Background: an optimization exercise with open tools, aiming at small area, a short achievable clock period and few clock cycles. Do not read the settings as production practice. RTL that was checked went through simulation tests only; none was proved equivalent to the original. Only the layout flow was run in runs 1 to 5; the RTL was not checked for function there.

==> flow/design.v <==
package sbda_pkg;
	localparam int VALUE_WIDTH_DEF = 32;
	localparam int BITS_PER_STAGE = 4;
	localparam int ND = 10;
	localparam int BW = 4 * (ND - 1) + 2;
	function automatic logic [BW-1:0] dabble1(input logic [BW-1:0] b, input logic bit_in);
		logic [BW-1:0] r;
		logic          c;
		c = bit_in;
		for (int d = 0; d < ND - 1; d++) begin
			logic d3, d2, d1, d0;
			{d3, d2, d1, d0} = b[d*4 +: 4];
			r[d*4]     = c;
			r[d*4 + 1] = (!d3 && !d2 && d0) || (d2 && d1 && !d0) || (d3 && !d0);
			r[d*4 + 2] = (d3 && !d0) || (!d2 && d1) || (d1 && d0);
			r[d*4 + 3] = (d3 && d0) || (d2 && !d1 && !d0);
			c = d3 || (d2 && (d1 || d0));
		end
		r[BW-2] = c;
		r[BW-1] = b[BW-2];
		dabble1 = r;
	endfunction
endpackage
module sbda_conv #(
	parameter int VALUE_WIDTH = sbda_pkg::VALUE_WIDTH_DEF
) (
	input  logic                          clk,
	input  logic                          arst_n,
	input  logic                          up_valid,
	output logic                          up_ready,
	input  logic [VALUE_WIDTH-1:0]        value,
	output logic                          dn_valid,
	input  logic                          dn_ready,
	output logic                          dn_neg,
	output logic [sbda_pkg::BW-1:0]       dn_bcd
);
	localparam int W  = VALUE_WIDTH;
	localparam int NN = W / 4;
	localparam int CW = $clog2(NN);
	localparam int BW = sbda_pkg::BW;
	logic          neg;
	logic [NN-1:0] nib_z, nib_f, low_z, nz;
	logic [CW-1:0] k0m1;
	logic          k0_z;
	logic [NN-1:0] above, top_oh, sel;
	logic [3:0]    f_nib;
	logic          f_bo;
	logic          f_busy;    
	logic          f_wait;    
	logic [CW-1:0] f_cnt;
	assign neg = value[W-1];
	always_comb begin
		for (int j = 0; j < NN; j++) begin
			nib_z[j] = (value[j*4 +: 4] == 4'h0);
			nib_f[j] = (value[j*4 +: 4] == 4'hF);
		end
		low_z[0] = 1'b1;
		for (int j = 1; j < NN; j++) low_z[j] = low_z[j-1] & nib_z[j-1];
		for (int j = 0; j < NN; j++)
			nz[j] = neg ? (!nib_f[j] || (!nib_z[j] && (j == 0 || nib_z[j == 0 ? 0 : j-1]))) : !nib_z[j];
		above[NN-1] = 1'b0;
		for (int j = NN - 2; j >= 0; j--) above[j] = above[j+1] | nz[j+1];
		for (int j = 0; j < NN; j++) begin
			top_oh[j] = (nz[j] || j == 0) && !above[j];
			sel[j]    = f_busy ? (f_cnt == CW'(j)) : top_oh[j];
		end
		k0_z  = !above[0];
		k0m1  = '0;
		f_nib = '0;
		f_bo  = 1'b0;
		for (int j = 0; j < NN; j++) begin
			if (top_oh[j]) k0m1 = k0m1 | CW'(j - 1);
			if (sel[j]) begin
				f_nib = f_nib | value[j*4 +: 4];
				f_bo  = f_bo | !low_z[j];
			end
		end
	end
	logic          c_v, c_first, c_last, c_neg, c_bo;
	logic [3:0]    c_nib;
	logic [BW-1:0] bcd;
	logic          d_done, d_neg;
	logic          d_accept, handoff, c_free, c_free_sure;
	logic          fetch_first, fetch_next;
	assign handoff     = d_done && dn_ready;
	assign d_accept    = c_v && (!d_done || dn_ready);
	assign c_free      = !c_v || d_accept;
	assign c_free_sure = !(c_v && c_first && d_done);
	assign fetch_first = up_valid && !f_busy && !f_wait && c_free;
	assign fetch_next  = f_busy && ((f_cnt == '0) ? c_free_sure : c_free);
	logic          rdy_q, rdy_nx;
	logic          f_wait_nx, f_busy_nx, c_v_nx, c_first_nx, d_done_nx;
	logic [CW-1:0] f_cnt_nx;
	always_comb begin
		f_wait_nx  = fetch_first && k0_z;
		f_busy_nx  = fetch_first ? !k0_z : (f_busy && !(fetch_next && f_cnt == '0));
		f_cnt_nx   = fetch_first ? k0m1 : (fetch_next ? f_cnt - 1'b1 : f_cnt);
		c_v_nx     = (fetch_first || fetch_next) || (c_v && !d_accept);
		c_first_nx = (fetch_first || fetch_next) ? fetch_first : c_first;
		d_done_nx  = d_accept ? c_last : (d_done && !handoff);
		rdy_nx     = f_wait_nx || (f_busy_nx && (f_cnt_nx == '0) && !(c_v_nx && c_first_nx && d_done_nx));
	end
	assign up_ready = rdy_q;
	always_ff @(posedge clk or negedge arst_n) begin
		if (!arst_n) begin
			f_busy <= 1'b0;
			f_wait <= 1'b0;
			rdy_q  <= 1'b0;
			c_v    <= 1'b0;
			d_done <= 1'b0;
		end else begin
			rdy_q <= rdy_nx;
			if (f_wait) f_wait <= 1'b0;
			if (fetch_first) begin
				if (k0_z) f_wait <= 1'b1;
				else f_busy <= 1'b1;
			end else if (fetch_next && f_cnt == '0) begin
				f_busy <= 1'b0;
			end
			if (fetch_first || fetch_next) c_v <= 1'b1;
			else if (d_accept) c_v <= 1'b0;
			if (d_accept) d_done <= c_last;
			else if (handoff) d_done <= 1'b0;
		end
	end
	always_ff @(posedge clk) begin
		if (fetch_first) f_cnt <= k0m1;
		else if (fetch_next) f_cnt <= f_cnt - 1'b1;
		if (fetch_first || fetch_next) begin
			c_nib   <= f_nib;
			c_bo    <= f_bo;
			c_neg   <= neg;
			c_first <= fetch_first;
			c_last  <= f_busy ? (f_cnt == '0) : k0_z;
		end
	end
	logic [3:0]    mbits;
	logic [BW-1:0] b_nx, b_dd, b_fv;
	always_comb begin
		logic orb;
		orb = c_bo;
		for (int t = 0; t < 4; t++) begin
			mbits[t] = c_nib[t] ^ (c_neg & orb);
			orb = orb | c_nib[t];
		end
		b_dd = bcd;
		for (int t = 3; t >= 0; t--) b_dd = sbda_pkg::dabble1(b_dd, mbits[t]);
		b_fv = '0;
		b_fv[7:0] = (mbits >= 4'd10) ? {4'd1, mbits - 4'd10} : {4'd0, mbits};
		b_nx = c_first ? b_fv : b_dd;
	end
	always_ff @(posedge clk) begin
		if (d_accept) begin
			bcd <= b_nx;
			if (c_first) d_neg <= c_neg;
		end
	end
	assign dn_valid = d_done;
	assign dn_neg   = d_neg;
	assign dn_bcd   = bcd;
endmodule
module sbda_ser (
	input  logic                    clk,
	input  logic                    arst_n,
	input  logic                    up_valid,
	output logic                    up_ready,
	input  logic                    up_neg,
	input  logic [sbda_pkg::BW-1:0] up_bcd,
	output logic                    char_valid,
	input  logic                    char_ready,
	output logic [7:0]              character,
	output logic                    last
);
	localparam int ND = sbda_pkg::ND;
	localparam int BW = sbda_pkg::BW;
	logic          s_busy, s_neg, s_atl;
	logic [3:0]    s_idx;
	logic [BW-1:0] s_bcd;
	logic          o_v, o_b4, o_last;
	logic [3:0]    o_lo;
	logic          k_v, k_b4, k_last;
	logic [3:0]    k_lo;
	logic          take;
	logic          e_b4, e_last;
	logic [3:0]    e_lo;
	logic          emit, fin, load;
	logic [3:0]    lead, dig;
	logic [4*ND-1:0] bcd_ext;
	assign emit     = s_busy && !k_v;
	assign take     = o_v && char_ready;
	assign e_b4     = !s_neg;
	assign e_lo     = s_neg ? 4'hD : dig;
	assign e_last   = s_atl;
	assign fin      = emit && s_atl;
	assign up_ready = !s_busy || fin;
	assign load     = up_valid && up_ready;
	always_comb begin
		lead = 4'd0;
		for (int d = 0; d < ND - 1; d++) if (up_bcd[d*4 +: 4] != 4'd0) lead = 4'(d);
		if (up_bcd[BW-1:BW-2] != 2'd0) lead = 4'(ND - 1);
		bcd_ext = {2'b00, s_bcd};
		dig = bcd_ext[s_idx*4 +: 4];
	end
	always_ff @(posedge clk or negedge arst_n) begin
		if (!arst_n) begin
			s_busy <= 1'b0;
			o_v    <= 1'b0;
			k_v    <= 1'b0;
		end else begin
			if (load) s_busy <= 1'b1;
			else if (fin) s_busy <= 1'b0;
			if (!o_v || take) o_v <= k_v || emit;
			if (k_v) k_v <= !take;
			else k_v <= emit && o_v && !take;
		end
	end
	always_ff @(posedge clk) begin
		if (!o_v || take) begin
			if (k_v) begin
				o_b4   <= k_b4;
				o_lo   <= k_lo;
				o_last <= k_last;
			end else if (emit) begin
				o_b4   <= e_b4;
				o_lo   <= e_lo;
				o_last <= e_last;
			end
		end
		if (emit && !k_v) begin
			k_b4   <= e_b4;
			k_lo   <= e_lo;
			k_last <= e_last;
		end
		if (load) begin
			s_neg <= up_neg;
			s_idx <= lead;
			s_bcd <= up_bcd;
			s_atl <= !up_neg && (lead == 4'd0);
		end else if (emit) begin
			if (s_neg) begin
				s_neg <= 1'b0;
				s_atl <= (s_idx == 4'd0);
			end else begin
				s_idx <= s_idx - 1'b1;
				s_atl <= (s_idx == 4'd1);
			end
		end
	end
	assign char_valid = o_v;
	assign character  = {3'b001, o_b4, o_lo};
	assign last       = o_last;
endmodule
module signed_binary_to_decimal_ascii_top #(
	parameter int VALUE_WIDTH = sbda_pkg::VALUE_WIDTH_DEF
) (
	input  logic                          clk,
	input  logic                          arst_n,
	input  logic                          value_valid,
	output logic                          value_ready,
	input  logic signed [VALUE_WIDTH-1:0] value,
	output logic                          char_valid,
	input  logic                          char_ready,
	output logic [7:0]                    character,
	output logic                          last
);
	logic                    cv_valid;
	logic                    cv_ready;
	logic                    cv_neg;
	logic [sbda_pkg::BW-1:0] cv_bcd;
	sbda_conv #(
		.VALUE_WIDTH(VALUE_WIDTH)
	) u_conv (
		.clk      (clk),
		.arst_n   (arst_n),
		.up_valid (value_valid),
		.up_ready (value_ready),
		.value    (value),
		.dn_valid (cv_valid),
		.dn_ready (cv_ready),
		.dn_neg   (cv_neg),
		.dn_bcd   (cv_bcd)
	);
	sbda_ser u_ser (
		.clk        (clk),
		.arst_n     (arst_n),
		.up_valid   (cv_valid),
		.up_ready   (cv_ready),
		.up_neg     (cv_neg),
		.up_bcd     (cv_bcd),
		.char_valid (char_valid),
		.char_ready (char_ready),
		.character  (character),
		.last       (last)
	);
endmodule
==> flow/flow/run.sh <==
#!/bin/bash
# Standard layout, with the port buffers made from buf_4 cells instead of the default pick,
# and downsizing of gates off the critical paths after global routing.
bash standard.sh BUFFER_PORTS_ARGS="-buffer_cell sky130_fd_sc_hd__buf_4" RECOVER_POWER=100 finish > standard.log 2>&1
==> flow/standard.sh <==
#!/bin/bash
# synth_recipe.tcl (not shown) runs the flow's synth.tcl, then flattens the netlist and writes it again
# the make line also repeats each setting of config.mk as NAME=value (left out here)
make -C /OpenROAD-flow-scripts/flow DESIGN_CONFIG=/design/flow/config.mk WORK_HOME=/design/flow/orfs CLKGATE_MAP_FILE= SYNTH_SCRIPT=/design/flow/synth_recipe.tcl "${@:-finish}"
==> flow/config.mk <==
export PLATFORM = sky130hd
export DESIGN_NAME = signed_binary_to_decimal_ascii_top
export DESIGN_NICKNAME = signed_binary_to_decimal_ascii_top
export VERILOG_FILES = /design/flow/design.v
export SDC_FILE = /design/flow/constraint.sdc
export NUM_CORES = 4
export LEC_CHECK = 0
export ABC_AREA = 1
export CAP_MARGIN = 20
export CORE_MARGIN = 2
export CORE_UTILIZATION = 40
export SETUP_SLACK_MARGIN = 1.5
export SLEW_MARGIN = 20
==> flow/constraint.sdc <==
create_clock -name core_clock -period 4.0 [get_ports {clk}]
set_input_delay 0.8000 -clock core_clock [delete_from_list [all_inputs] [get_ports {clk}]]
set_output_delay 0.8000 -clock core_clock [all_outputs]
set_load 0.01 [all_outputs]
==> metrics.md, run 1 <==
| Metric | Value |
|---|---|
| Yosys top cell by area | edfxtp_1 |
| Clock root buffer master | clkbuf_16 |
| Hold/Removal Path Class | in -> async |
| Netlist cell types | 51 |
| Port bufs | 43 |
| Layout cells sized above 1 | 9.72% |
| GRT Total Usage | 17.4% |
| Share of the synthesized area in the top cell type | 38.5% |
| Vias in the first global route | 6414 |
| EDFF count, synth | 102 |
| Worst Path Arrival | 3180 ps |
| Status | complete, no violations |
| Die height | 145 um |
| Core ar. | 19500 um2 |
| Clock latency (worst-skew pair) | 410 ps |
| ANT nets after route | 0 |
| R2r startpoint | u_ser.k_v$_DFF_PN0_ |
| Critical Path Source Type | primary input |
| Via count | 7097 |
| Full die area | 21100 um2 |
| Starting density of the core | 40.8% |
| Worst Path Required | 4280 ps |
| # rows | 51 |
| Slew Viols, Final | 0 |
| CP startpoint | value[31] |
| Fmax | 0.345 GHz |
| 1st-pass router iterations | 7 |
| Setup_tns | 0 ps |
| Reg2reg end | u_conv.bcd[16]$_SDFFCE_PP0P_ |
| Fin util | 46.3% |
| Total grt overflow | 0 |
| Crit Path Max Fanout | 16 |
| Ports | 47 |
| DRC viols | 0 |
| First-pass GRT wire length | 30300 um |
| WL/cell | 12.6 um |
| Final wirelength | 18100 um |
| Max transition margin | 44.2% |
| CTS Sinks | 114 |
| Die W | 145 um |
| Initial antenna violation count | 0 |
| Syn Area/Cell | 7.17 um2 |
| Inserted Diodes | 0 |
| Register area | 3340 um2 |
| Max-cap viol count | 0 |
| R2R Setup Slk | 1400 ps |
| Final hold vios | 0 |
| WS Path Type | in -> reg |
| Primary FF master, synth | edfxtp_1 |
| Number of fill cells | 2040 |
| Placed cell areas | 8570 um2 |
| CP endpoint kind | flop |
| GP Congestion | 0.863 |
| CTS tree | done |
| Footprint of the multi-input gates | 3870 um2 |
| DP HPWL | 13700 um |
| Clk slew on worst S/H paths | 50 ps |
| Nets@finish | 1205 |
| Final setup vio count | 0 |
| Mapped cell area | 7960 um2 |
| Cell area after layout | 9040 um2 |
| TritonCTS buffer count | 17 |
| Post-synthesis sequential area ratio | 42.0% |
| Clock Skew | 10.8 ps |
| Worst-Margin Slew | 836 ps |
| Iter 0 DRT Violations | 388 |
| Fin crit share | 72.5% |
| Via/cell ratio | 4.94 |
| Final critical-path required period | 2900 ps |
| Yosys warning count | 2 |
| Cells after Synth | 1110 |
| Largest net degree at the start of global routing | 46 |
| Worst Setup EP | u_conv.c_nib[2]$_DFFE_PN_ |
| CTS Buffer Depth | 2 |
| RSZ-0062 raised after global routing | false |
| Area contributors post-synth | edfxtp_1 38%, nand2_1 15%, inv_1 6.9%, nand3_1 6.9%, nor2_1 6.3% |
| Htree depth | 4 |
| Asr flop ratio synth | 7.02% |
| P&R area growth vs syn | 13.6% |
| Number of synthesized register bits | 114 |
| R2R cell count | 6 |
[how the worst min path moves through the flow]
stage / from / end / slack (ps)
2_1_floorplan: u_conv.bcd[37]$_SDFFCE_PP0P_ / u_ser.s_bcd[37]$_DFFE_PP_ / 430
3_3_place_gp: u_conv.bcd[36]$_SDFFCE_PP0P_ / u_ser.s_bcd[36]$_DFFE_PP_ / 440
3_5_place_dp: u_conv.bcd[36]$_SDFFCE_PP0P_ / u_ser.s_bcd[36]$_DFFE_PP_ / 450
4_1_cts: arst_n / u_ser.k_v$_DFF_PN0_ / 180
5_1_grt: arst_n / u_ser.k_v$_DFF_PN0_ / 310
6_report: arst_n / u_ser.k_v$_DFF_PN0_ / 290
[cell usage after synthesis (2+ instances only)]
| cell type | n |
|---|---|
| nand4_1 | 12 |
| buf_4 | 4 |
| buf_2 | 2 |
| o2111ai_1 | 3 |
| a21oi_2 | 2 |
| nor2_1 | 133 |
| dfrtp_1 | 8 |
| a31oi_1 | 3 |
| clkbuf_1 | 10 |
| o21ai_0 | 60 |
| or2_1 | 5 |
| xor2_1 | 3 |
| o22ai_1 | 16 |
| dfxtp_1 | 4 |
| clkinv_1 | 2 |
| inv_2 | 9 |
| o21ai_4 | 2 |
| nand2_2 | 19 |
| a21oi_1 | 49 |
| nand3b_1 | 5 |
| o21ai_1 | 5 |
| a21oi_4 | 3 |
| o211ai_1 | 2 |
| inv_1 | 147 |
| a21boi_0 | 2 |
| conb_1 | 2 |
| o21a_1 | 3 |
| a22oi_1 | 3 |
| nor2_4 | 2 |
| o21ai_2 | 4 |
| xnor2_1 | 2 |
| nor2_2 | 10 |
| nand3_2 | 7 |
| o22ai_2 | 2 |
| edfxtp_1 | 102 |
| nand2_1 | 328 |
| ha_1 | 8 |
| nand3_1 | 109 |
| nor3_1 | 6 |
[flip-flops by register name, summed over array words and instances, names as in the netlist, 3 cells and up]
signal,flops
u_ser.s_idx,4
u_conv.f_cnt,3
u_ser.s_bcd,38
u_ser.o_lo,4
u_conv.c_nib,4
u_ser.k_lo,4
u_conv.bcd,38
[logic make-up after synthesis]
logic type / count (synthesis) / share of synthesized area, %
AO/OA/AOI/OAI: 165 / 12.6
XOR/XNOR: 5 / 0.550
adder cells (fa/ha/maj): 8 / 1.26
buffers and inverters: 174 / 8.42
flip-flops: 114 / 42.0
multiplexers: 1 / 0.126
other: 2 / 0.0943
AND/OR/NAND/NOR: 641 / 35.0
[critical path, cell delays in order]
cell and delay, ps:
clkbuf_1 290, or2_1 310, o21ai_0 410, nand3_1 210, nor3_1 460, nand3_1 220, nand2_1 130, nand2_1 120
nor2_1 120, nor2_1 60, nand3_1 60
[final cells by class]
cell class,count,area share (%)
flip-flops and latches,114,37.0
inverters,158,6.56
clock inverters,13,1.78
repair buffers,47,3.50
clock buffers,18,4.75
multi-input cells,823,42.8
well taps,265,3.67
[routing by layer]
metal / track usage, % / part of all wire, %
met2: 28.7 / 47
met5: 0 / 0
met1: 23.5 / 49
met4: 4.46 / 1.1
met3: 3.52 / 3.1
[cells in the final DEF, fill, tap and decap left out, types with 7 or more instances in the layout]
master | netlist | layout
o22ai_1 | 16 | 16
nand4_1 | 12 | 12
ha_1 | 8 | 8
dfrtp_1 | 8 | 8
clkbuf_16 | 0 | 17
clkbuf_1 | 10 | 11
nor2_1 | 133 | 139
inv_1 | 147 | 149
nor3_1 | 6 | 7
nand3_1 | 109 | 111
o21ai_0 | 60 | 65
nand2_2 | 19 | 16
inv_2 | 9 | 7
edfxtp_1 | 102 | 102
nand2_1 | 328 | 331
a21oi_1 | 49 | 51
buf_4 | 4 | 34
[through the flow]
stage | hold WS [ps] | cells | setup slack (ps)
3_3_place_gp | 439 | 1406 | 1460
4_1_cts | 180 | 1437 | 1600
2_1_floorplan | 427 | 1111 | 1810
3_5_place_dp | 448 | 1406 | 1430
5_1_grt | 310 | 1438 | 826
6_report | 289 | 1438 | 1100
[what timing repair did]
item                                    4_1_cts  5_1_grt
gates resized for setup                       0        1
setup buffers                                 0        1
hold buffers                                  0        0
endpoints found under the setup margin        0        3
==> inputs of run 2 (changes only) <==
--- a/flow/design.v
+++ b/flow/design.v
@@ -192,7 +192,9 @@
 	assign e_lo     = s_neg ? 4'hD : dig;
 	assign e_last   = s_atl;
 	assign fin      = emit && s_atl;
-	assign up_ready = !s_busy || fin;
+	logic srdy_q;
+	logic s_busy_nx, s_atl_nx, k_v_nx;
+	assign up_ready = srdy_q;
 	assign load     = up_valid && up_ready;
 	always_comb begin
 		lead = 4'd0;
@@ -201,17 +203,24 @@
 		bcd_ext = {2'b00, s_bcd};
 		dig = bcd_ext[s_idx*4 +: 4];
 	end
+	always_comb begin
+		s_busy_nx = load || (s_busy && !fin);
+		if (load) s_atl_nx = !up_neg && (lead == 4'd0);
+		else if (emit) s_atl_nx = s_neg ? (s_idx == 4'd0) : (s_idx == 4'd1);
+		else s_atl_nx = s_atl;
+		k_v_nx = k_v ? !take : (emit && o_v && !take);
+	end
 	always_ff @(posedge clk or negedge arst_n) begin
 		if (!arst_n) begin
 			s_busy <= 1'b0;
+			srdy_q <= 1'b1;
 			o_v    <= 1'b0;
 			k_v    <= 1'b0;
 		end else begin
-			if (load) s_busy <= 1'b1;
-			else if (fin) s_busy <= 1'b0;
+			s_busy <= s_busy_nx;
+			srdy_q <= !s_busy_nx || (s_atl_nx && !k_v_nx);
 			if (!o_v || take) o_v <= k_v || emit;
-			if (k_v) k_v <= !take;
-			else k_v <= emit && o_v && !take;
+			k_v <= k_v_nx;
 		end
 	end
 	always_ff @(posedge clk) begin
@@ -231,19 +240,14 @@
 			k_lo   <= e_lo;
 			k_last <= e_last;
 		end
+		s_atl <= s_atl_nx;
 		if (load) begin
 			s_neg <= up_neg;
 			s_idx <= lead;
 			s_bcd <= up_bcd;
-			s_atl <= !up_neg && (lead == 4'd0);
 		end else if (emit) begin
-			if (s_neg) begin
-				s_neg <= 1'b0;
-				s_atl <= (s_idx == 4'd0);
-			end else begin
-				s_idx <= s_idx - 1'b1;
-				s_atl <= (s_idx == 4'd1);
-			end
+			if (s_neg) s_neg <= 1'b0;
+			else s_idx <= s_idx - 1'b1;
 		end
 	end
 	assign char_valid = o_v;
==> flow/flow/run.sh (replaced) <==
#!/bin/bash
# Standard layout, with the port buffers made from buf_4 cells instead of the default pick.
bash standard.sh BUFFER_PORTS_ARGS="-buffer_cell sky130_fd_sc_hd__buf_4" finish > standard.log 2>&1
==> run 2 against run 1 <==
Net effect:
- still clean
- hold slack got worse by 89 ps
- core utilization increased by 0.96 points
- global-route usage increased by 0.44 points
- area after synthesis increased by 0.38%
==> metrics.md, run 2 <==
| Metric | Value |
|---|---|
| Status | complete, no violations |
| Cell area after layout | 9230 um2 (+2.1%) |
| Final setup vio count | 0 (unchanged) |
| Starting density of the core | 40.9% (+0.15 points) |
| Number of synthesized register bits | 115 (+0.88%) |
| CP max-delay cell | edfxtp_1 |
| R2r startpoint | u_ser.s_idx[0]$_DFFE_PP_ |
| First-pass GRT wire length | 31000 um (+2.3%) |
| WS Path Type | reg -> reg |
| Placed cell areas | 8590 um2 (+0.26%) |
| Syn Area/Cell | 7.16 um2 (-0.25%) |
| Max transition margin | 54.1% (+9.9 points) |
| Asr flop ratio synth | 7.83% (+0.81 points) |
| Register area | 3360 um2 (+0.52%) |
| EDFF count, synth | 101 (-0.98%) |
| Vias in the first global route | 6490 (+1.2%) |
| Hold/Removal Path Class | in -> async |
| Final wirelength | 18300 um (+1.1%) |
| GP Congestion | 0.906 (+4.9%) |
| Reg2reg end | u_ser.o_lo[1]$_DFFE_PP_ |
| Via/cell ratio | 4.92 (-0.32%) |
| Most numerous cell in the Yosys netlist | nand2_1 |
| Final critical-path required period | 2340 ps (-559 ps) |
| Met1 usage in global routing | 24.8% (+1.3 points) |
| WL/cell | 12.7 um (+0.63%) |
| Number of fill cells | 1966 (-3.6%) |
| Crit Path Max Fanout | 21 (+5) |
| Share of the synthesized area in the top cell type | 37.9% (-0.52 points) |
| Mapped cell area | 7990 um2 (+0.38%) |
| CP delay by family, top | compound AO/OA/AOI/OAI gates |
| Cells after Synth | 1117 (+0.63%) |
| Top cell by count, worst path | o21ai_0 |
| DRC viols | 0 (unchanged) |
| Clock root buffer master | clkbuf_16 |
| Fmax | 0.427 GHz (+24%) |
| CTS Buffer Depth | 2 (unchanged) |
| # rows | 51 (unchanged) |
| P&R area growth vs syn | 15.5% |
| Port bufs | 43 (unchanged) |
| Fin crit share | 58.6% (-14 points) |
| Max-cap viol count | 0 (unchanged) |
| Area contributors post-synth | edfxtp_1 38%, nand2_1 16%, nand3_1 7.1%, inv_1 7.0%, nor2_1 6.1% |
| RSZ-0062 raised after global routing | false |
| Nets@finish | 1211 (+0.50%) |
| Commonest cells in the netlist | 335 x nand2_1, 148 x inv_1, 129 x nor2_1 |
| Ports | 47 (unchanged) |
| Clock Skew | 7.37 ps (-3.42 ps) |
| Post-synthesis sequential area ratio | 42.0% (+0.046 points) |
| Slew Viols, Final | 0 (unchanged) |
| Clock latency (worst-skew pair) | 410 ps (about the same) |
| Critical Path Source Type | flop |
| Worst Path Arrival | 2490 ps (-690 ps) |
| Full die area | 21100 um2 (+0.37%) |
| Primary FF master, synth | edfxtp_1 |
| Initial antenna violation count | 0 (unchanged) |
| TritonCTS buffer count | 17 (unchanged) |
| Commonest non-fill, non-tap cell in the layout | nand2_1 |
| Setup_tns | 0 ps (unchanged) |
| Layout cells sized above 1 | 13.1% (+3.3 points) |
| Iter 0 DRT Violations | 502 (+29%) |
| Footprint of the multi-input gates | 3940 um2 (+1.9%) |
| R2R Setup Slk | 1660 ps (+260 ps) |
| R2R cell count | 6 (unchanged) |
| Yosys top cell by area | edfxtp_1 |
| Registers with the most flip-flops | u_conv.bcd (38), u_ser.s_bcd (38) |
| Hold buffer count at cts | 0 (unchanged) |
| DP HPWL | 14000 um (+2.1%) |
| Via count | 7109 (+0.17%) |
| Layer with the highest usage | met2 |
| Core ar. | 19500 um2 (unchanged) |
| Largest net degree at the start of global routing | 41 (-11%) |
| Met3 usage | 3.32% (-0.20 points) |
| Most frequent cells in the layout | 335 x nand2_1, 148 x inv_1, 128 x nor2_1, 113 x nand3_1, 101 x edfxtp_1 |
| Die height | 145 um (+0.18%) |
| Clk slew on worst S/H paths | 50 ps (about the same) |
| Die W | 145 um (+0.18%) |
| Worst Path Required | 4150 ps (-130 ps) |
| CP endpoint kind | flop |
| Worst path bufs/invs | 1 (unchanged) |
| Netlist cell types | 48 (-5.9%) |
| Inserted Diodes | 0 (unchanged) |
| CTS Sinks | 115 (+0.88%) |
| Yosys warning count | 2 (unchanged) |
| Max incr delay on CP | 750 ps (+290 ps) |
| 1st-pass router iterations | 5 (-2) |
| CTS tree | done |
| Worst-Margin Slew | 687 ps (-149 ps) |
| GRT Total Usage | 17.8% (+0.44 points) |
| ANT nets after route | 0 (unchanged) |
| Postcts setup bufs | 0 (unchanged) |
| Met2 usage | 28.9% (+0.22 points) |
| Htree depth | 4 (unchanged) |
| Final hold vios | 0 (unchanged) |
| Post-cts sizing count | 0 (unchanged) |
| Total grt overflow | 0 (unchanged) |
| CP cell instances | inv_1 > o21ai_0 > o22ai_1 > a221o_1 > nand2_1 > o21ai_0 |
## run 2: cell types whose count changed after synthesis, moves of 5 or more
| cell | delta |
|---|---|
| inv_2 | +7 |
| nand2_1 | +7 |
| a21oi_2 | +5 |
| o21ai_0 | -5 |
| o21ai_1 | +5 |
## run 2: kinds of logic (layout without fill, tap and decap cells)
kind of cell,Yosys count,in the layout,synth area share [%]
muxes,1,1,0.125
adders and majority gates,8,8,1.25
DFF,115,115,42.0
and+or+nand+nor,640,640,34.5
buffers and inverters,182,244,8.80
other,2,3,0.0940
AOI/OAI and AO/OA,164,164,12.6
xor gates and xnor gates,5,5,0.548
## run 2: area by class of cell
class / count / share of cell area, %
repair buffers: 46 / 3.96
clock inverters: 8 / 0.637
well taps: 265 / 3.59
multi-input cells: 821 / 42.7
inverters: 166 / 6.79
flip-flops and latches: 115 / 36.4
clock buffers: 24 / 5.91
## run 2: metal layers
metal | wire length (um) | up-vias
met2 | 8430 | 119
met4 | 179 | 0
met5 | 0 | -
met3 | 664 | 16
li1 | - | 3778
met1 | 9040 | 3196
## run 2: through the flow
stage	std cells	hold WS (ps)	utilization [%]	setup slack, ps
2_1_floorplan	1118	408	-	1920
3_3_place_gp	1412	411	44.0	1370
3_5_place_dp	1412	416	44.0	1390
4_1_cts	1444	180	47.1	1700
5_1_grt	1445	191	47.3	1520
6_report	1445	200	47.3	1660
## run 2: how the worst max path moves through the flow
stage	startpoint	end	slack, ps	depth (start not counted)
global route	u_conv.bcd[31]$_SDFFCE_PP0P_	u_conv.bcd[33]$_SDFFCE_PP0P_	1520	16
CTS	u_conv.f_busy$_DFFE_PN0P_	u_conv.c_bo$_DFFE_PN_	1700	7
global placement	value[7]	u_conv.c_bo$_DFFE_PN_	1370	11
floorplan	value[7]	u_conv.c_bo$_DFFE_PN_	1920	10
finish	u_ser.s_idx[0]$_DFFE_PP_	u_ser.o_lo[1]$_DFFE_PP_	1660	6
detailed placement	value[7]	u_conv.c_bo$_DFFE_PN_	1390	11
==> inputs of run 3 (changes only) <==
--- a/flow/config.mk
+++ b/flow/config.mk
@@ -9,5 +9,5 @@
 export CAP_MARGIN = 20
 export CORE_MARGIN = 2
 export CORE_UTILIZATION = 40
-export SETUP_SLACK_MARGIN = 1.5
+export SETUP_SLACK_MARGIN = 1.8
 export SLEW_MARGIN = 20
==> run 3 against run 2 <==
Net effect:
- die area unchanged
- sequential share of layout area down 2.2 points
- first-iteration DRC count shrank 6.8%
- final area rose by 6.4%
- global-route usage rose by 0.087 points
- area after synthesis unchanged
- critical endpoint is now u_conv.c_bo$_DFFE_PN_
- final cell count is 2.3% higher
- wire length grew 5.1%
- critical path depth grew 5
==> metrics.md, run 3 <==
| Metric | Value |
|---|---|
| Post-synthesis sequential area ratio | 42.0% (unchanged) |
| CP cell instances | buf_4 > nor2_1 > nand3_2 > nor3_4 > nand4_1 > nor2_1 > nand2_1 > o21ai_2 > nand3_1 > nor2_1 > o211ai_1 |
| Final critical-path required period | 2110 ps (-237 ps) |
| Final hold vios | 0 (unchanged) |
| Via count | 7305 (+2.8%) |
| Total grt overflow | 0 (unchanged) |
| Full die area | 21100 um2 (unchanged) |
| Number of fill cells | 1924 (-2.1%) |
| Critical Path Source Type | primary input |
| GRT Total Usage | 17.9% (+0.087 points) |
| Cells after Synth | 1117 (unchanged) |
| Commonest cells in the netlist | 335 x nand2_1, 148 x inv_1, 129 x nor2_1 |
| CP max-delay cell | nor3_4 |
| TritonCTS buffer count | 17 (unchanged) |
| Via/cell ratio | 4.94 (+0.46%) |
| Commonest non-fill, non-tap cell in the layout | nand2_1 |
| Clk slew on worst S/H paths | 50 ps (about the same) |
| Worst path bufs/invs | 1 (unchanged) |
| Worst-Margin Slew | 726 ps (+39.3 ps) |
| Most numerous cell in the Yosys netlist | nand2_1 |
| Syn Area/Cell | 7.16 um2 (unchanged) |
| WL/cell | 13.0 um (+2.7%) |
| Status | complete, no violations |
| Clock Skew | 8.70 ps (+1.33 ps) |
| Hold/Removal Path Class | in -> async |
| Htree depth | 4 (unchanged) |
| Fmax | 0.475 GHz (+11%) |
| Port bufs | 43 (unchanged) |
| Share of the synthesized area in the top cell type | 37.9% (unchanged) |
| Number of synthesized register bits | 115 (unchanged) |
| Registers with the most flip-flops | u_conv.bcd (38), u_ser.s_bcd (38) |
| Layout cells sized above 1 | 21.7% (+8.6 points) |
| GP Congestion | 0.906 (unchanged) |
| Inserted Diodes | 0 (unchanged) |
| Clock latency (worst-skew pair) | 410 ps (about the same) |
| Vias in the first global route | 6511 (+0.32%) |
| Mapped cell area | 7990 um2 (unchanged) |
| ANT nets after route | 0 (unchanged) |
| Top cell by count, worst path | nor2_1 |
| WS Path Type | in -> reg |
| Slew Viols, Final | 0 (unchanged) |
| Fin crit share | 52.6% (-5.9 points) |
| CTS Buffer Depth | 2 (unchanged) |
| Max-cap viol count | 0 (unchanged) |
| Starting density of the core | 40.9% (unchanged) |
| Nets@finish | 1244 (+2.7%) |
| Asr flop ratio synth | 7.83% (unchanged) |
| DP HPWL | 14000 um (unchanged) |
| Worst Path Arrival | 2260 ps (-230 ps) |
| Die W | 145 um (unchanged) |
| Setup_tns | 0 ps (unchanged) |
| 1st-pass router iterations | 5 (unchanged) |
| Core ar. | 19500 um2 (unchanged) |
| Final wirelength | 19200 um (+5.1%) |
| Max incr delay on CP | 240 ps (-510 ps) |
| Clock root buffer master | clkbuf_16 |
| Area contributors post-synth | edfxtp_1 38%, nand2_1 16%, nand3_1 7.1%, inv_1 7.0%, nor2_1 6.1% |
| Worst Path Required | 4150 ps (about the same) |
| EDFF count, synth | 101 (unchanged) |
| Final setup vio count | 0 (unchanged) |
| Fin util | 50.3% (+3.0 points) |
| P&R area growth vs syn | 22.9% |
| Most frequent cells in the layout | 316 x nand2_1, 137 x inv_1, 111 x nor2_1, 102 x nand3_1, 101 x edfxtp_1 |
| DRC viols | 0 (unchanged) |
| # rows | 51 (unchanged) |
| CTS tree | done |
| Iter 0 DRT Violations | 468 (-6.8%) |
| Yosys warning count | 2 (unchanged) |
| Hold buffer count at cts | 0 (unchanged) |
| Max transition margin | 51.5% (-2.6 points) |
| CP endpoint kind | flop |
| Initial antenna violation count | 0 (unchanged) |
| Primary FF master, synth | edfxtp_1 |
| Largest net degree at the start of global routing | 41 (unchanged) |
| Footprint of the multi-input gates | 4280 um2 (+8.6%) |
| Die height | 145 um (unchanged) |
| Netlist cell types | 48 (unchanged) |
| Yosys top cell by area | edfxtp_1 |
| Register area | 3360 um2 (unchanged) |
| CTS Sinks | 115 (unchanged) |
| RSZ-0062 raised after global routing | true |
| CP delay by family, top | simple AND/OR/NAND/NOR gates |
| Crit Path Max Fanout | 3 (-86%) |
| Ports | 47 (unchanged) |
| First-pass GRT wire length | 31100 um (+0.45%) |
run 3: cell count changes in the layout (fill, tap and decap cells not counted), sizes merged:
cell / change
buf: +33
run 3: stage by stage:
stage / worst slack, ps / instances / area, um2 / hold WS [ps]
floorplan: 1920 / 1118 / 8000 / 408
global placement: 1370 / 1412 / 8590 / 411
detailed placement: 1390 / 1412 / 8590 / 416
CTS: 1810 / 1446 / 9220 / 180
global route: 1710 / 1478 / 9820 / 191
finish: 1890 / 1478 / 9820 / 200
run 3: cell type report:
class / instances / area share, %
Tap cell: 265 / 3.38
Sequential cell: 115 / 34.2
Inverter: 166 / 6.39
Timing Repair Buffer: 79 / 6.28
Clock inverter: 8 / 0.599
Clock buffer: 24 / 5.55
Multi-Input combinational cell: 821 / 43.6
run 3: worst paths after layout:
path	start	to	slack (ps)	cells past startpoint
worst min register to register	u_ser.s_atl$_DFF_P_	u_ser.k_last$_DFFE_PP_	430	0
worst max register to register	u_conv.bcd[32]$_SDFFCE_PP0P_	u_conv.bcd[36]$_SDFFCE_PP0P_	1920	11
worst min-delay path	arst_n	u_conv.f_wait$_DFF_PN0_	200	1
max in group asynchronous	arst_n	u_ser.srdy_q$_DFF_PN1_	3590	1
worst max-delay path	value[8]	u_conv.c_bo$_DFFE_PN_	1890	11
min in group core_clock	u_ser.s_atl$_DFF_P_	u_ser.k_last$_DFFE_PP_	430	0
run 3: repair_timing:
item,CTS,global route
pin swaps,0,20
setup buffers,2,31
setup endpoints to repair,8,52
gates resized for setup,2,107
run 3: per-layer routing:
metal,up-vias,part of all wire [%],routed length (um),global-route usage [%]
li1,3836,-,-,-
met1,3346,48,9300,24.9
met2,106,47,9100,29.1
met3,17,3.3,638,3.32
met4,0,1.0,196,4.51
met5,-,0,0,0
run 3: cell families after synthesis:
| group | Yosys count | synth area share (%) |
|---|---|---|
| AND/OR/NAND/NOR | 640 | 34.5 |
| multiplexers | 1 | 0.125 |
| flip-flops | 115 | 42.0 |
| other | 2 | 0.0940 |
| adder cells (fa/ha/maj) | 8 | 1.25 |
| AO/OA/AOI/OAI | 164 | 12.6 |
| buffers and inverters | 182 | 8.80 |
| XOR/XNOR | 5 | 0.548 |
==> inputs of run 4 (changes only) <==
--- a/flow/config.mk
+++ b/flow/config.mk
@@ -9,5 +9,5 @@
 export CAP_MARGIN = 20
 export CORE_MARGIN = 2
 export CORE_UTILIZATION = 40
-export SETUP_SLACK_MARGIN = 1.8
+export SETUP_SLACK_MARGIN = 1.2
 export SLEW_MARGIN = 20
==> run 4 against run 3 <==
Net effect:
- still clean on timing, DRC and antenna
- final cell count decreased by 2.2%
- flip-flop and latch count unchanged
- global-route usage decreased by 0.51 points
- fmax decreased by 14%
- die area unchanged
- highest routed layer unchanged
==> metrics.md, run 4 <==
| Metric | Value |
|---|---|
| Status | complete, no violations |
| Total grt overflow | 0 (unchanged) |
| Most frequent cells in the layout | 335 x nand2_1, 147 x inv_1, 128 x nor2_1, 113 x nand3_1, 101 x edfxtp_1 |
| TritonCTS buffer count | 17 (unchanged) |
| Starting density of the core | 40.9% (unchanged) |
| GP Congestion | 0.902 (-0.43%) |
| Main combinational cell family by area after synthesis | simple AND/OR/NAND/NOR gates |
| Initial antenna violation count | 0 (unchanged) |
| Number of synthesized register bits | 115 (unchanged) |
| CTS Buffer Depth | 2 (unchanged) |
| Postcts setup bufs | 0 (-2) |
| CP Depth | 6 (-5) |
| Final setup vio count | 0 (unchanged) |
| Fin util | 47.2% (-3.1 points) |
| DRC viols | 0 (unchanged) |
| Layout cells sized above 1 | 13.0% (-8.6 points) |
| Final critical-path required period | 2440 ps (+335 ps) |
| Ports | 47 (unchanged) |
| Port bufs | 43 (unchanged) |
| P&R area growth vs syn | 15.4% |
| Die height | 145 um (unchanged) |
| Cell area after layout | 9220 um2 (-6.1%) |
| Placed cell areas | 8590 um2 (unchanged) |
| Slew Viols, Final | 0 (unchanged) |
| R2R Setup Slk | 1560 ps (-360 ps) |
| CP cell instances | inv_1 > o21ai_0 > o22ai_1 > a221o_1 > nand2_1 > o21ai_0 |
| Simple-gate share of the synthesized area | 34.5% (unchanged) |
| Nets@finish | 1212 (-2.6%) |
| Worst-Margin Slew | 825 ps (+98.8 ps) |
| Reg2reg end | u_ser.o_lo[1]$_DFFE_PP_ |
| CP endpoint kind | flop |
| Clock Skew | 7.43 ps (-1.28 ps) |
| Core ar. | 19500 um2 (unchanged) |
| Vias in the first global route | 6416 (-1.5%) |
| Share of the synthesized area in the top cell type | 37.9% (unchanged) |
| Cells after Synth | 1117 (unchanged) |
| Commonest non-fill, non-tap cell in the layout | nand2_1 |
| R2r startpoint | u_ser.s_idx[0]$_DFFE_PP_ |
| Mux cell area share after synthesis | 0.125% (unchanged) |
| Inserted Diodes | 0 (unchanged) |
| Max transition margin | 44.9% (-6.6 points) |
| Via count | 7154 (-2.1%) |
| Yosys warning count | 2 (unchanged) |
| Worst path bufs/invs | 1 (unchanged) |
| Primary FF master, synth | edfxtp_1 |
| Fraction of synthesized cell area in xor and xnor cells | 0.548% (unchanged) |
| Final hold vios | 0 (unchanged) |
| ANT nets after route | 0 (unchanged) |
| Crit Path Max Fanout | 21 (+18) |
| Hold/Removal Path Class | in -> async |
| Most numerous cell in the Yosys netlist | nand2_1 |
| RSZ-0062 raised after global routing | false |
| Mapped cell area | 7990 um2 (unchanged) |
| Critical Path Source Type | flop |
| GRT Total Usage | 17.4% (-0.51 points) |
| Fin crit share | 61.0% (+8.4 points) |
| Worst Path Arrival | 2590 ps (+330 ps) |
| Area contributors post-synth | edfxtp_1 38%, nand2_1 16%, nand3_1 7.1%, inv_1 7.0%, nor2_1 6.1% |
| CTS tree | done |
| Largest net degree at the start of global routing | 39 (-4.9%) |
| Setup_tns | 0 ps (unchanged) |
| First-pass GRT wire length | 30100 um (-3.4%) |
| Post-synthesis sequential area ratio | 42.0% (unchanged) |
| 1st-pass router iterations | 6 (+1) |
| Clock latency (worst-skew pair) | 410 ps (about the same) |
| Commonest cells in the netlist | 335 x nand2_1, 148 x inv_1, 129 x nor2_1 |
| Worst Path Required | 4150 ps (about the same) |
| WS Path Type | reg -> reg |
| WL/cell | 12.5 um (-3.7%) |
| Clock root buffer master | clkbuf_16 |
| R2R cell count | 6 (-5) |
| Via/cell ratio | 4.95 (+0.10%) |
| Syn Area/Cell | 7.16 um2 (unchanged) |
| Max incr delay on CP | 750 ps (+510 ps) |
| DP HPWL | 13800 um (-1.5%) |
| Netlist cell types | 48 (unchanged) |
| Final wirelength | 18100 um (-5.8%) |
| CTS Sinks | 115 (unchanged) |
| Iter 0 DRT Violations | 422 (-9.8%) |
| CP delay by family, top | compound AO/OA/AOI/OAI gates |
| Hold buffer count at cts | 0 (unchanged) |
| Post-Synth Adder-Cell Area | 1.25% (unchanged) |
| Post-cts sizing count | 0 (-2) |
| Full die area | 21100 um2 (unchanged) |
| Yosys top cell by area | edfxtp_1 |
| Fmax | 0.410 GHz (-14%) |
| Registers with the most flip-flops | u_conv.bcd (38), u_ser.s_bcd (38) |
| CP max-delay cell | edfxtp_1 |
| Asr flop ratio synth | 7.83% (unchanged) |
| Max-cap viol count | 0 (unchanged) |
| EDFF count, synth | 101 (unchanged) |
| Die W | 145 um (unchanged) |
| # rows | 51 (unchanged) |
| Htree depth | 4 (unchanged) |
| Top cell by count, worst path | o21ai_0 |
| Compound-Gate Fraction of Synth Area | 12.6% (unchanged) |
| Clk slew on worst S/H paths | 60 ps (about the same) |
run 4: cell types whose count changed in the layout (fill, tap and decap cells not counted), sizes merged:
cell	delta
clkinv	+7
clkinvlp	-1
inv	-1
buf	-32
clkbuf	-5
run 4: cell families after synthesis:
group | Yosys count
compound gates | 164
other cells | 2
mux | 1
simple gates | 640
xor+xnor | 5
flops | 115
fa+ha+maj | 8
buf+inv | 182
run 4: final cells by class:
cell class              instances  area [um2]
flip-flops and latches        115        3360
clock inverters                13        98.8
fillers                      1989       10300
well taps                     265         332
inverters                     166         623
multi-input cells             821        3940
repair buffers                 47         393
clock buffers                  19         475
run 4: worst max-delay path by stage:
stage	startpoint	endpoint	slack [ps]
2_1_floorplan	u_ser.srdy_q$_DFF_PN1_	u_conv.bcd[0]$_DFFE_PP_	1380
3_3_place_gp	value[7]	u_conv.c_bo$_DFFE_PN_	1380
3_5_place_dp	value[8]	u_conv.c_bo$_DFFE_PN_	1480
4_1_cts	u_ser.s_idx[0]$_DFFE_PP_	u_ser.o_lo[1]$_DFFE_PP_	1600
5_1_grt	u_ser.s_idx[0]$_DFFE_PP_	u_ser.o_lo[1]$_DFFE_PP_	1410
6_report	u_ser.s_idx[0]$_DFFE_PP_	u_ser.o_lo[1]$_DFFE_PP_	1560
run 4: metal layers:
| layer | share of wire (%) | routed length [um] | GRT usage (%) | vias up |
|---|---|---|---|---|
| li1 | - | - | - | 3765 |
| met4 | 1.4 | 261 | 5.69 | 0 |
| met3 | 3.6 | 658 | 3.64 | 25 |
| met5 | 0 | 0 | 0 | - |
| met2 | 47 | 8440 | 28.6 | 139 |
| met1 | 48 | 8750 | 23.1 | 3225 |
run 4: per-stage QoR:
step                hold WS (ps)  setup slack, ps  std cells
floorplan                    408             1380       1118
global placement             411             1380       1412
detailed placement           434             1480       1412
CTS                          177             1600       1444
global route                 178             1410       1446
finish                       192             1560       1446
==> inputs of run 5 (changes only) <==
==> flow/flow/run.sh (replaced) <==
#!/bin/bash
# Standard layout, with the port buffers made from buf_2 cells instead of the default pick.
bash standard.sh BUFFER_PORTS_ARGS="-buffer_cell sky130_fd_sc_hd__buf_2" finish > standard.log 2>&1
--- a/flow/config.mk
+++ b/flow/config.mk
@@ -8,6 +8,7 @@
 export ABC_AREA = 1
 export CAP_MARGIN = 20
 export CORE_MARGIN = 2
-export CORE_UTILIZATION = 40
-export SETUP_SLACK_MARGIN = 1.2
+export CORE_UTILIZATION = 65
+export PLACE_DENSITY = 0.75
+export SETUP_SLACK_MARGIN = 1.8
 export SLEW_MARGIN = 20
==> run 5 against run 4 <==
Net effect:
- non-clock buffer count grew 37
- area after synthesis unchanged
- critical path type unchanged
- flip-flop and latch count did not move
- critical path depth is 6 higher
- final area rose by 4.7%
- worst setup slack gained 190 ps
- fmax rose by 8.4%
- core utilization grew 33 points
- register-to-register slack improved by 190 ps
- wire length up 12%
- die area down 38%
==> metrics.md, run 5 <==
| Metric | Value |
|---|---|
| Top cell by count, worst path | nand2_2 |
| Total grt overflow | 0 (unchanged) |
| Cells after Synth | 1117 (unchanged) |
| Die W | 115 um (-21%) |
| Commonest cells in the netlist | 335 x nand2_1, 148 x inv_1, 129 x nor2_1 |
| Share of the synthesized area in the top cell type | 37.9% (unchanged) |
| Max incr delay on CP | 430 ps (-320 ps) |
| Clock root buffer master | clkbuf_16 |
| Yosys warning count | 2 (unchanged) |
| Final wirelength | 20300 um (+12%) |
| WS Path Type | reg -> reg |
| Htree depth | 4 (unchanged) |
| P&R area growth vs syn | 20.8% |
| Syn Area/Cell | 7.16 um2 (unchanged) |
| TritonCTS buffer count | 17 (unchanged) |
| 1st-pass router iterations | 5 (-1) |
| Final setup vio count | 0 (unchanged) |
| CTS Sinks | 115 (unchanged) |
| Netlist cell types | 48 (unchanged) |
| Max transition margin | 50.9% (+6.0 points) |
| R2r startpoint | u_conv.c_bo$_DFFE_PN_ |
| Area contributors post-synth | edfxtp_1 38%, nand2_1 16%, nand3_1 7.1%, inv_1 7.0%, nor2_1 6.1% |
| Asr flop ratio synth | 7.83% (unchanged) |
| Core ar. | 12000 um2 (-38%) |
| Commonest non-fill, non-tap cell in the layout | nand2_1 |
| Largest net degree at the start of global routing | 39 (unchanged) |
| CP max-delay cell | edfxtp_1 |
| RSZ-0062 raised after global routing | true |
| Fin crit share | 56.3% (-4.8 points) |
| Registers with the most flip-flops | u_conv.bcd (38), u_ser.s_bcd (38) |
| Crit Path Max Fanout | 5 (-76%) |
| WL/cell | 14.9 um (+19%) |
| Primary FF master, synth | edfxtp_1 |
| Number of synthesized register bits | 115 (unchanged) |
| Clock latency (worst-skew pair) | 410 ps (about the same) |
| R2R Setup Slk | 1750 ps (+190 ps) |
| CTS tree | done |
| Yosys top cell by area | edfxtp_1 |
| GRT Total Usage | 29.3% (+12 points) |
| Mapped cell area | 7990 um2 (unchanged) |
| Port bufs | 43 (unchanged) |
| Die height | 115 um (-21%) |
| # rows | 40 (-22%) |
| Critical Path Source Type | flop |
| R2R cell count | 12 (+6) |
| Worst-Margin Slew | 735 ps (-90.0 ps) |
| Initial antenna violation count | 0 (unchanged) |
| Max-cap viol count | 0 (unchanged) |
| Hold/Removal Path Class | in -> async |
| CP cell instances | nor2_2 > nand3_2 > nand2_2 > nand2_2 > nand2_4 > nand2_2 > nand2_1 > nand2_4 > nand2_1 > o21ai_4 > nor3_1 > nor2_1 |
| Number of fill cells | 824 (-59%) |
| Inserted Diodes | 0 (unchanged) |
| ANT nets after route | 0 (unchanged) |
| Most numerous cell in the Yosys netlist | nand2_1 |
| EDFF count, synth | 101 (unchanged) |
| DRC viols | 0 (unchanged) |
| DP HPWL | 13500 um (-2.1%) |
| Setup_tns | 0 ps (unchanged) |
| Hold buffer count at cts | 0 (unchanged) |
| Clk slew on worst S/H paths | 50 ps (about the same) |
| Ports | 47 (unchanged) |
| Via count | 7704 (+7.7%) |
| Register area | 3360 um2 (about the same) |
| Clock Skew | 7.82 ps (+0.396 ps) |
| Final critical-path required period | 2250 ps (-190 ps) |
| Final hold vios | 0 (unchanged) |
| Starting density of the core | 66.5% (+26 points) |
| Vias in the first global route | 6660 (+3.8%) |
| Worst Path Required | 4150 ps (about the same) |
| Reg2reg end | u_conv.bcd[8]$_SDFFCE_PP0P_ |
| Fmax | 0.444 GHz (+8.4%) |
| First-pass GRT wire length | 30600 um (+1.7%) |
| Most frequent cells in the layout | 310 x nand2_1, 139 x inv_1, 109 x nor2_1, 101 x edfxtp_1, 96 x nand3_1 |
| Post-synthesis sequential area ratio | 42.0% (unchanged) |
| Full die area | 13200 um2 (-38%) |
| Status | complete, no violations |
| CTS Buffer Depth | 2 (unchanged) |
| Nets@finish | 1250 (+3.1%) |
| CP startpoint | u_conv.c_bo$_DFFE_PN_ |
| Iter 0 DRT Violations | 693 (+64%) |
| Footprint of the multi-input gates | 4320 um2 (+9.5%) |
| Worst Path Arrival | 2400 ps (-190 ps) |
| Via/cell ratio | 5.64 (+14%) |
| GP Congestion | 0.929 (+3.0%) |
| Slew Viols, Final | 0 (unchanged) |
| CP endpoint kind | flop |
| Layout cells sized above 1 | 22.8% (+9.8 points) |
==> run 5: cells by family (layout without fill, tap and decap cells) <==
logic type	Yosys count	count (layout)	share of synthesized area (%)
AOI/OAI and AO/OA	164	164	12.6
buffers and inverters	182	283	8.80
other	2	3	0.0940
xor gates and xnor gates	5	5	0.548
muxes	1	1	0.125
and+or+nand+nor	640	640	34.5
DFF	115	115	42.0
adders and majority gates	8	8	1.25
==> run 5: repair_timing <==
item / in CTS / in global routing
resized for setup: 2 / 118
pin swaps: 0 / 25
setup endpoints to repair: 11 / 49
cloned: 0 / 1
setup buffers: 3 / 35
endpoints found under the hold margin: 0 / 0
==> run 5: stage by stage <==
stage | utilization, % | setup slack, ps | hold WS, ps | instances | area (um2)
after global routing | 80.4 | 1690 | 237 | 1366 | 9650
after floorplan | - | 1920 | 408 | 1118 | 8000
after global placement | 69.4 | 1430 | 410 | 1294 | 8340
after CTS | 74.7 | 1810 | 236 | 1329 | 8970
after detailed placement | 69.4 | 1410 | 417 | 1294 | 8340
final | 80.4 | 1750 | 237 | 1366 | 9650
==> run 5: per-layer routing <==
| metal | track usage (%) | up-vias | wire [um] | part of all wire [%] |
|---|---|---|---|---|
| met5 | 0 | - | 0 | 0 |
| met4 | 9.56 | 0 | 379 | 1.9 |
| met3 | 5.06 | 34 | 1100 | 5.4 |
| met2 | 47.2 | 257 | 10000 | 49 |
| met1 | 40.7 | 3564 | 8820 | 43 |
| li1 | - | 3849 | - | - |
==> run 5: area by class of cell <==
| class | instances | share of cell area (%) |
|---|---|---|
| Multi-Input combinational cell | 821 | 44.7 |
| Inverter | 166 | 6.51 |
| Tap cell | 147 | 1.91 |
| Timing Repair inverter | 1 | 0.0778 |
| Clock inverter | 11 | 1.66 |
| Timing Repair Buffer | 84 | 5.65 |
| Sequential cell | 115 | 34.8 |
| Clock buffer | 21 | 4.67 |
==> run 5: worst max path at each step <==
stage                     slack [ps]                            to  cells past startpoint
after floorplan                 1920         u_conv.c_bo$_DFFE_PN_                     10
after global placement          1430     u_conv.c_nib[1]$_DFFE_PN_                     13
after detailed placement        1410     u_conv.c_nib[1]$_DFFE_PN_                     13
after CTS                       1810  u_conv.bcd[33]$_SDFFCE_PP0P_                     12
after global routing            1690  u_conv.bcd[25]$_SDFFCE_PP0P_                     16
final                           1750   u_conv.bcd[8]$_SDFFCE_PP0P_                     12
==> run 5: critical path, delay by kind of cell (launching register included) <==
family	cells	cell delay (ps)
flip-flops	1	430
AND/OR/NAND/NOR	11	1470
AO/OA/AOI/OAI	1	80
==> inputs of run 6 (changes only) <==
--- a/flow/design.v
+++ b/flow/design.v
@@ -173,28 +173,21 @@
 );
 	localparam int ND = sbda_pkg::ND;
 	localparam int BW = sbda_pkg::BW;
-	logic          s_busy, s_neg, s_atl;
+	logic          s_busy, s_neg, s_atl, s_at2;
 	logic [3:0]    s_idx;
 	logic [BW-1:0] s_bcd;
+	logic          t_v;
+	logic [3:0]    t_lo;
 	logic          o_v, o_b4, o_last;
 	logic [3:0]    o_lo;
-	logic          k_v, k_b4, k_last;
-	logic [3:0]    k_lo;
-	logic          take;
-	logic          e_b4, e_last;
-	logic [3:0]    e_lo;
-	logic          emit, fin, load;
+	logic          emit, emit_s, fin, early, load;
 	logic [3:0]    lead, dig;
 	logic [4*ND-1:0] bcd_ext;
-	assign emit     = s_busy && !k_v;
-	assign take     = o_v && char_ready;
-	assign e_b4     = !s_neg;
-	assign e_lo     = s_neg ? 4'hD : dig;
-	assign e_last   = s_atl;
-	assign fin      = emit && s_atl;
-	logic srdy_q;
-	logic s_busy_nx, s_atl_nx, k_v_nx;
-	assign up_ready = srdy_q;
+	assign emit     = (s_busy || t_v) && (!o_v || char_ready);
+	assign emit_s   = emit && !t_v;
+	assign fin      = emit_s && s_atl;
+	assign early    = emit_s && s_at2;
+	assign up_ready = !s_busy || fin || early;
 	assign load     = up_valid && up_ready;
 	always_comb begin
 		lead = 4'd0;
@@ -203,51 +196,43 @@
 		bcd_ext = {2'b00, s_bcd};
 		dig = bcd_ext[s_idx*4 +: 4];
 	end
-	always_comb begin
-		s_busy_nx = load || (s_busy && !fin);
-		if (load) s_atl_nx = !up_neg && (lead == 4'd0);
-		else if (emit) s_atl_nx = s_neg ? (s_idx == 4'd0) : (s_idx == 4'd1);
-		else s_atl_nx = s_atl;
-		k_v_nx = k_v ? !take : (emit && o_v && !take);
-	end
 	always_ff @(posedge clk or negedge arst_n) begin
 		if (!arst_n) begin
 			s_busy <= 1'b0;
-			srdy_q <= 1'b1;
+			t_v    <= 1'b0;
 			o_v    <= 1'b0;
-			k_v    <= 1'b0;
 		end else begin
-			s_busy <= s_busy_nx;
-			srdy_q <= !s_busy_nx || (s_atl_nx && !k_v_nx);
-			if (!o_v || take) o_v <= k_v || emit;
-			k_v <= k_v_nx;
+			if (load) s_busy <= 1'b1;
+			else if (fin) s_busy <= 1'b0;
+			if (load && early) t_v <= 1'b1;
+			else if (emit) t_v <= 1'b0;
+			if (emit) o_v <= 1'b1;
+			else if (char_ready) o_v <= 1'b0;
 		end
 	end
 	always_ff @(posedge clk) begin
-		if (!o_v || take) begin
-			if (k_v) begin
-				o_b4   <= k_b4;
-				o_lo   <= k_lo;
-				o_last <= k_last;
-			end else if (emit) begin
-				o_b4   <= e_b4;
-				o_lo   <= e_lo;
-				o_last <= e_last;
-			end
-		end
-		if (emit && !k_v) begin
-			k_b4   <= e_b4;
-			k_lo   <= e_lo;
-			k_last <= e_last;
-		end
-		s_atl <= s_atl_nx;
+		if (emit) begin
+			o_b4   <= t_v || !s_neg;
+			o_lo   <= t_v ? t_lo : (s_neg ? 4'hD : dig);
+			o_last <= t_v || s_atl;
+		end
+		if (load && early) t_lo <= s_bcd[3:0];
 		if (load) begin
 			s_neg <= up_neg;
 			s_idx <= lead;
 			s_bcd <= up_bcd;
-		end else if (emit) begin
-			if (s_neg) s_neg <= 1'b0;
-			else s_idx <= s_idx - 1'b1;
+			s_atl <= !up_neg && (lead == 4'd0);
+			s_at2 <= up_neg ? (lead == 4'd0) : (lead == 4'd1);
+		end else if (emit_s) begin
+			if (s_neg) begin
+				s_neg <= 1'b0;
+				s_atl <= (s_idx == 4'd0);
+				s_at2 <= (s_idx == 4'd1);
+			end else begin
+				s_idx <= s_idx - 1'b1;
+				s_atl <= (s_idx == 4'd1);
+				s_at2 <= (s_idx == 4'd2);
+			end
 		end
 	end
 	assign char_valid = o_v;
==> flow/flow/run.sh (replaced) <==
#!/bin/bash
# Standard layout, with the port buffers made from buf_4 cells instead of the default pick.
bash standard.sh BUFFER_PORTS_ARGS="-buffer_cell sky130_fd_sc_hd__buf_4" finish > standard.log 2>&1
--- a/flow/config.mk
+++ b/flow/config.mk
@@ -8,7 +8,6 @@
 export ABC_AREA = 1
 export CAP_MARGIN = 20
 export CORE_MARGIN = 2
-export CORE_UTILIZATION = 65
-export PLACE_DENSITY = 0.75
-export SETUP_SLACK_MARGIN = 1.8
+export CORE_UTILIZATION = 40
+export SETUP_SLACK_MARGIN = 1.65
 export SLEW_MARGIN = 20
==> run 6 against run 5 <==
Net effect:
- die area grew 59%
- worst setup slack better by 82 ps
- via count is 9.6% lower
- global-route usage is 12 points lower
- first-iteration DRC count fell by 28%
- wire length shrank 10%
- final area shrank 4.9%
- fmax grew 3.8%
- critical path depth is 2 higher
==> metrics.md, run 6 <==
| Metric | Value |
|---|---|
| Largest net degree at the start of global routing | 42 (+7.7%) |
| Slew Viols, Final | 0 (unchanged) |
| Setup_tns | 0 ps (unchanged) |
| Netlist cell types | 49 (+2.1%) |
| Worst-Margin Slew | 915 ps (+180 ps) |
| P&R area growth vs syn | 15.6% |
| Initial antenna violation count | 0 (unchanged) |
| Vias in the first global route | 6260 (-6.0%) |
| Dpl ws | 1220 ps (-194 ps) |
| CP endpoint kind | flop |
| Crit Path Max Fanout | 13 (+8) |
| Post-synthesis sequential area ratio | 41.7% (-0.34 points) |
| Yosys warning count | 2 (unchanged) |
| Registers with the most flip-flops | u_conv.bcd (38), u_ser.s_bcd (38) |
| Worst Path Required | 4280 ps (+130 ps) |
| R2R Setup Slk | 1880 ps (+130 ps) |
| Number of synthesized register bits | 113 (-1.7%) |
| Clock latency (worst-skew pair) | 420 ps (about the same) |
| Commonest cells in the netlist | 299 x nand2_1, 146 x inv_1, 138 x nor2_1 |
| Die height | 145 um (+26%) |
| Ports | 47 (unchanged) |
| Worst Path Arrival | 2450 ps (+50 ps) |
| Critical Path Source Type | primary input |
| Via count | 6965 (-9.6%) |
| Clock Skew | 7.36 ps (-0.465 ps) |
| Total grt overflow | 0 (unchanged) |
| Status | complete, no violations |
| Fmax | 0.461 GHz (+3.8%) |
| Layout cells sized above 1 | 16.0% (-6.8 points) |
| Reg2reg end | u_conv.bcd[20]$_SDFFCE_PP0P_ |
| DP HPWL | 13600 um (+1.3%) |
| R2R cell count | 12 (unchanged) |
| Htree depth | 4 (unchanged) |
| CP max-delay cell | o31ai_1 |
| CTS tree | done |
| Non-Filler Instances | 1421 (+4.0%) |
| Max incr delay on CP | 230 ps (-200 ps) |
| Most frequent cells in the layout | 297 x nand2_1, 142 x inv_1, 136 x nor2_1, 103 x nand3_1, 101 x edfxtp_1 |
| Met1 usage in global routing | 25.2% (-15 points) |
| EDFF count, synth | 101 (unchanged) |
| # rows | 51 (+28%) |
| Commonest non-fill, non-tap cell in the layout | nand2_1 |
| Clk slew on worst S/H paths | 60 ps (about the same) |
| Cells after Synth | 1090 (-2.4%) |
| Inserted Diodes | 0 (unchanged) |
| Most numerous cell in the Yosys netlist | nand2_1 |
| WS Path Type | in -> reg |
| TritonCTS buffer count | 17 (unchanged) |
| Nets@finish | 1188 (-5.0%) |
| Met2 usage | 27.2% (-20 points) |
| CP cell instances | buf_4 > inv_2 > nand2_1 > nor2_1 > inv_1 > nand2_2 > nand3_1 > nor2_2 > nand3_1 > nor2_2 > nand2_1 > o31ai_1 > nand2_1 > nand3_1 |
| Port bufs | 43 (unchanged) |
| Hold/Removal Path Class | in -> async |
| CTS Buffer Depth | 2 (unchanged) |
| Full die area | 21000 um2 (+59%) |
| GRT Total Usage | 17.7% (-12 points) |
| Die W | 145 um (+26%) |
| CTS Sinks | 113 (-1.7%) |
| Final hold vios | 0 (unchanged) |
| 1st-pass router iterations | 5 (unchanged) |
| Layer with the highest usage | met2 |
| Syn Area/Cell | 7.29 um2 (+1.9%) |
| Area contributors post-synth | edfxtp_1 38%, nand2_1 14%, inv_1 6.9%, nor2_1 6.5%, nand3_1 6.5% |
| Via/cell ratio | 4.90 (-13%) |
run 6: cell count changes after synthesis, moves of 4 or more:
cell	previous run	this run
o22ai_1	12	17
nand3_1	113	103
a21oi_1	46	34
o21ai_2	8	16
nand3b_1	5	1
nand2_1	335	299
nor2_1	129	138
a22oi_1	3	8
or2_1	4	0
nor2_2	7	14
inv_2	16	20
nand2_2	15	10
run 6: how the worst max path moves through the flow:
| stage | end | slack, ps | from |
|---|---|---|---|
| floorplan | u_conv.bcd[0]$_DFFE_PP_ | 1650 | char_ready |
| global placement | u_ser.s_idx[0]$_DFFE_PP_ | 1210 | char_ready |
| detailed placement | u_ser.s_idx[0]$_DFFE_PP_ | 1220 | char_ready |
| CTS | u_ser.s_idx[0]$_DFFE_PP_ | 1650 | char_ready |
| global route | u_conv.bcd[13]$_SDFFCE_PP0P_ | 1640 | u_conv.bcd[12]$_SDFFCE_PP0P_ |
| finish | u_conv.c_bo$_DFFE_PP_ | 1830 | value[31] |
run 6: cell families after synthesis:
logic type | after synthesis | share of synthesized area [%]
adders and majority gates | 9 | 1.42
muxes | 1 | 0.126
buffers and inverters | 181 | 8.93
DFF | 113 | 41.7
and+or+nand+nor | 607 | 33.4
AOI/OAI and AO/OA | 173 | 13.8
xor gates and xnor gates | 4 | 0.535
other | 2 | 0.0945
run 6: routing by layer:
| layer | up-vias | part of all wire [%] |
|---|---|---|
| met4 | 0 | 0.85 |
| met5 | - | 0 |
| li1 | 3708 | - |
| met1 | 3135 | 51 |
| met2 | 109 | 44 |
| met3 | 13 | 3.3 |
run 6: area by class of cell:
type | instances | area share [%]
multi-input combinational | 797 | 43.2
sequential | 113 | 36.1
inverter | 166 | 6.94
clock buffer | 18 | 4.67
timing repair buffer | 47 | 3.84
tap | 265 | 3.61
clock inverter | 14 | 1.55
timing repair inverter | 1 | 0.0818
run 6: critical path: cells and delay by family:
kind	cells	cell delay, ps
buf+inv	3	340
simple gates	10	1090
compound gates	1	230
run 6: timing repair:
item                       4_1_cts  5_1_grt
gates cloned                     0        1
hold endpoints to repair         0        0
setup endpoints to repair        8       46
gates resized for setup          1        7
buffers inserted                 1        0
run 6: through the flow:
stage / hold WS, ps / area, um2
6_report: 197 / 9180
5_1_grt: 182 / 9180
4_1_cts: 184 / 9150
3_5_place_dp: 442 / 8570
3_3_place_gp: 432 / 8570
2_1_floorplan: 426 / 7980
Testbench counts of run 6, summed over its fixed seeds: cycles 21,185.

-- port drivers added, routing unchanged --
Ports are ideal in the flow. The routed layouts listed here were re-timed in OpenROAD. Step 1 (the two cells are an assumption about what drives the block):
set clk [get_ports {clk}]
set_driving_cell -lib_cell sky130_fd_sc_hd__clkbuf_16 $clk
set_driving_cell -lib_cell sky130_fd_sc_hd__buf_2 [delete_from_list [all_inputs] $clk]
Step 2 times the ports against the registers' clock, not the clock port: input delays grow and output delays shrink by t, the midpoint of the rising clock arrivals with the driver on. a / b / c = ideal / step 1 / step 2; a / b = the first two.
| run | t, ns | setup WS [ns] | hold slack, ns | clock arrival spread, ns | worst register clock-pin slew, ns |
|---|---|---|---|---|---|
| run 1 | 0.451 | 1.099 / 1.122 / 0.671 | 0.289 / 0.269 / 0.474 | 0.012 / 0.012 | 0.06 / 0.06 |
| run 2 | 0.451 | 1.658 / 1.658 / 1.310 | 0.200 / 0.190 / 0.428 | 0.007 / 0.007 | 0.06 / 0.06 |
| run 3 | 0.454 | 1.895 / 1.920 / 1.466 | 0.200 / 0.189 / 0.428 | 0.009 / 0.009 | 0.06 / 0.06 |
| run 4 | 0.458 | 1.559 / 1.559 / 1.450 | 0.192 / 0.171 / 0.443 | 0.008 / 0.008 | 0.06 / 0.06 |
| run 5 | 0.454 | 1.749 / 1.749 / 1.475 | 0.237 / 0.216 / 0.426 | 0.008 / 0.008 | 0.06 / 0.06 |
| run 6 | 0.458 | 1.832 / 1.855 / 1.397 | 0.197 / 0.177 / 0.457 | 0.008 / 0.008 | 0.06 / 0.06 |
After both steps setup and hold are still met in every run listed. For run 6, which loses most, drivers alone change the setup slack by +0.023 ns; drivers and shift together by -0.435 ns.
